What follows belongs to an exercise in optimizing a design on an open flow for small area, a short achievable clock period and few clock cycles per item; a production flow would make more cautious choices.
Power figures rest on the tool's default switching activity, not on a simulated workload.

Design mlp_sequencer, start of the top module:
module mlp_sequencer #(
   parameter int N1        = 98,
   parameter int N2        = 10,
   parameter int W_K       = 4,
   parameter int W_X       = 8,
   parameter int W_OUT     = 16,
   parameter int ACT_SHIFT = 4,
   parameter int OUT_SHIFT = 8
) (
   input  logic                         clk,
   input  logic                         rstn,
   input  logic                         s_valid,
   output logic                         s_ready,
   input  logic [W_X-1:0]               s_data,
   output logic                         m_valid,
   input  logic                         m_ready,
   output logic [W_OUT-1:0]             m_data,
   output logic                         busy,
   output logic [1:0]                   w_sel,
   output logic [$clog2(N2+1)-1:0]      w_neuron,
   output logic [$clog2(N1/2+1)-1:0]    w_idx,
   input  logic [W_K-1:0]               w_data,
   output logic [W_K-1:0]               tanh_idx,
   input  logic [W_OUT-1:0]             tanh_data
);
For scale: roughly 9500 um^2 of cells after synthesis.
clock: 8.0 ns
lec_check: 0
cap_margin: 20
core_margin: 2
core_utilization: 40
cts_buf_list: sky130_fd_sc_hd__clkbuf_16
cts_cluster_diameter: 150
cts_cluster_size: 30
setup_slack_margin: 4.2
slew_margin: 20
standard.sh (not shown) runs the stock make flow with config.mk's settings and CLKGATE_MAP_FILE= SYNTH_SCRIPT=/design/flow/synth_recipe.tcl, a recipe that flattens the netlist after the stock synthesis.
==> flow/flow/run.sh <==
#!/bin/bash
# Standard layout, with port buffers of a small plain buffer instead of the
# default delay buffer.
cp standard.sh standard_sh_copy.log
export BUFFER_PORTS_ARGS="-buffer_cell sky130_fd_sc_hd__buf_2"
bash standard.sh > standard.log 2>&1
Rerun with:
--- a/flow/design.v
+++ b/flow/design.v
@@ -36,30 +36,33 @@
    logic                     r_act;      
    logic [3:0]               r_pcnt;     
    logic                     r_first;    
    logic [1:0]               r_sel;
    logic [NEU_W-1:0]         r_neu;      
    logic [IDX_W-1:0]         r_idx;
    logic signed [XW-1:0]     r_x;
    logic [W_K-1:0]           r_t;
-   logic signed [ACC2_W-1:0] r_acc2;
+   logic [ACC2_W-ACC1_W-1:0] r_yh;       
+   logic [W_OUT-2:0]         r_md;       
    logic                     r_m_valid;
    logic [N2*ACC1_W-1:0]     r_ring;
-   logic                     r_mz, r_m2, r_men2, r_fin;
+   logic                     r_mz, r_m2, r_fin, r_fin2;
    logic                     r_rdy;      
    logic                     r_neg0, r_one0, r_two0, r_neg1, r_one1, r_two1;
    logic                     w_bias, w_rdy, w_acc, w_last, w_mac, w_xld;
    logic [3:0]               w_pcnt;
    logic signed [XW-1:0]     w_x;
    logic [NEU_W-1:0]         w_neu_n;
    logic signed [ACC1_W-1:0] w_head, w_tap, w_sh;
+   logic signed [ACC2_W-1:0] w_y;
    logic signed [ACC2_W-1:0] w_a, w_sum;
    logic [W_K-1:0]           w_t;
    assign w_head  = r_ring[ACC1_W-1:0];
+   assign w_y     = {r_yh, r_ring[N2*ACC1_W-1 -: ACC1_W]};
    assign w_tap   = r_ring[TAP*ACC1_W +: ACC1_W];
    assign w_bias  = r_idx == IDX_W'(HALF);
    assign w_rdy   = r_rdy;
    assign w_acc   = s_valid && w_rdy;
    assign w_last  = r_pcnt == 4'd9;
    assign w_mac   = r_l2 ? r_pcnt != 4'd15 : (r_act || w_bias || w_acc);
    always_comb begin
       if (!r_l2) begin
@@ -85,30 +88,30 @@
    assign w_neu_n = (r_neu == NEU_W'(N2 - 1)) ? '0 : r_neu + 1'b1;
    assign s_ready  = rstn && w_rdy;
    assign busy     = rstn && !w_rdy;
    assign w_sel    = r_sel;
    assign w_neuron = r_neu;
    assign w_idx    = r_idx;
    assign tanh_idx = r_t;
    assign m_valid  = r_m_valid;
-   assign m_data   = W_OUT'(r_acc2 >>> OUT_SHIFT);
+   assign m_data   = {r_md[W_OUT-2], r_md};
    logic             b_neg0, b_one0, b_two0, b_neg1, b_one1, b_two1;
    logic [XW:0]      b_x, b_x2, b_pp0, b_pp1;
    assign b_neg0 = r_neg0;
    assign b_one0 = r_one0;
    assign b_two0 = r_two0;
    assign b_neg1 = r_neg1;
    assign b_one1 = r_one1;
    assign b_two1 = r_two1;
    assign b_x    = {r_x[XW-1], r_x};
    assign b_x2   = {r_x, 1'b0};
    assign b_pp0  = (({(XW+1){b_one0}} & b_x) | ({(XW+1){b_two0}} & b_x2)) ^ {(XW+1){b_neg0}};
    assign b_pp1  = (({(XW+1){b_one1}} & b_x) | ({(XW+1){b_two1}} & b_x2)) ^ {(XW+1){b_neg1}};
-   assign w_a    = r_mz ? '0 : r_m2 ? r_acc2 : ACC2_W'(w_head);
+   assign w_a    = r_mz ? '0 : r_m2 ? w_y : ACC2_W'(w_head);
    assign w_sum  = w_a + ACC2_W'($signed(b_pp0)) + ACC2_W'($signed({b_pp1, 2'b00}))
                  + ACC2_W'({b_neg1, 1'b0, b_neg0});
    always_comb begin
       w_sh = w_tap >>> ACT_SHIFT;
       if (w_sh > T_MAX)      w_t = W_K'(2 ** W_K - 1);
       else if (w_sh < T_MIN) w_t = '0;
       else                   w_t = W_K'(w_sh) ^ W_K'(2 ** (W_K - 1));
    end
@@ -118,36 +121,38 @@
       r_one0 <= w_mac & w_data[0];
       r_two0 <= w_mac & w_data[1] & ~w_data[0];
       r_neg1 <= w_mac & w_data[3] & ~(w_data[2] & w_data[1]);
       r_one1 <= w_mac & (w_data[2] ^ w_data[1]);
       r_two1 <= w_mac & ((w_data[3] & ~w_data[2] & ~w_data[1]) | (~w_data[3] & w_data[2] & w_data[1]));
       r_pcnt <= w_pcnt;
       r_mz   <= r_l2 ? r_pcnt == 4'd0 : r_first;
       r_m2   <= r_l2 && r_pcnt != 4'd15;
-      r_men2 <= r_l2 && r_pcnt != 4'd15;
       if (w_xld) r_x <= w_x;
       r_t    <= w_t;
-      if (r_men2) r_acc2 <= w_sum;
+      r_yh   <= w_sum[ACC2_W-1:ACC1_W];
+      if (r_fin2) r_md <= w_y[OUT_SHIFT +: W_OUT-1];
    end
    always_ff @(posedge clk) begin
       if (!rstn) begin
          r_l2      <= 1'b0;
          r_act     <= 1'b0;
          r_first   <= 1'b1;
          r_sel     <= '0;
          r_neu     <= '0;
          r_idx     <= '0;
          r_m_valid <= 1'b0;
          r_fin     <= 1'b0;
+         r_fin2    <= 1'b0;
          r_rdy     <= 1'b1;
       end else begin
          r_neu  <= w_neu_n;
          r_fin  <= r_l2 && r_pcnt == 4'd10;
-         if (r_fin) r_m_valid <= 1'b1;
+         r_fin2 <= r_fin;
+         if (r_fin2) r_m_valid <= 1'b1;
          else if (m_ready) r_m_valid <= 1'b0;
          if (!r_l2) begin
             if (!r_act) begin
                if (w_bias) begin
                   r_act <= 1'b1;
                   r_rdy <= 1'b0;
                end else if (w_acc) begin
                   if (|s_data) begin
Effect: The changed run produced a clean layout. Synthesized area falls by 3.5%. Routed wire length falls by about 6%. Final area falls by about 3%. Combinational power falls by about 6%. Critical path depth is unchanged. Via count falls by 3.3%.
Function was not checked in any run of this note: the RTL went through the layout flow alone.

==> port drivers added, routing unchanged <==
Ports are ideal in the flow. The routed layouts listed here were re-timed in OpenROAD. Step 1 sets driving cells, clkbuf_16 on the clock port and buf_2 on the other inputs (assumed; they add their load-dependent delay and slew). Step 2 times the ports against the registers' clock, not the clock port: input delays grow and output delays shrink by t, the midpoint of the rising clock arrivals with the driver on. Three values: ideal, step 1, step 2; two values: the first two.
run | shift t [ns] | setup slack, ns | worst setup path after step 2 | clock arrival spread, ns | worst slew at a driven data input, ns
the first run | 0.518 | 4.266 / 4.246 / 4.246 | input to output | 0.022 / 0.023 | 0.04
the second run | 0.522 | 4.285 / 4.246 / 4.246 | input to output | 0.021 / 0.021 | 0.04
After both steps every run listed still meets setup and hold. The setup slack of the second run, which loses most, moves by -0.039 ns with the drivers and by -0.039 ns with both steps.
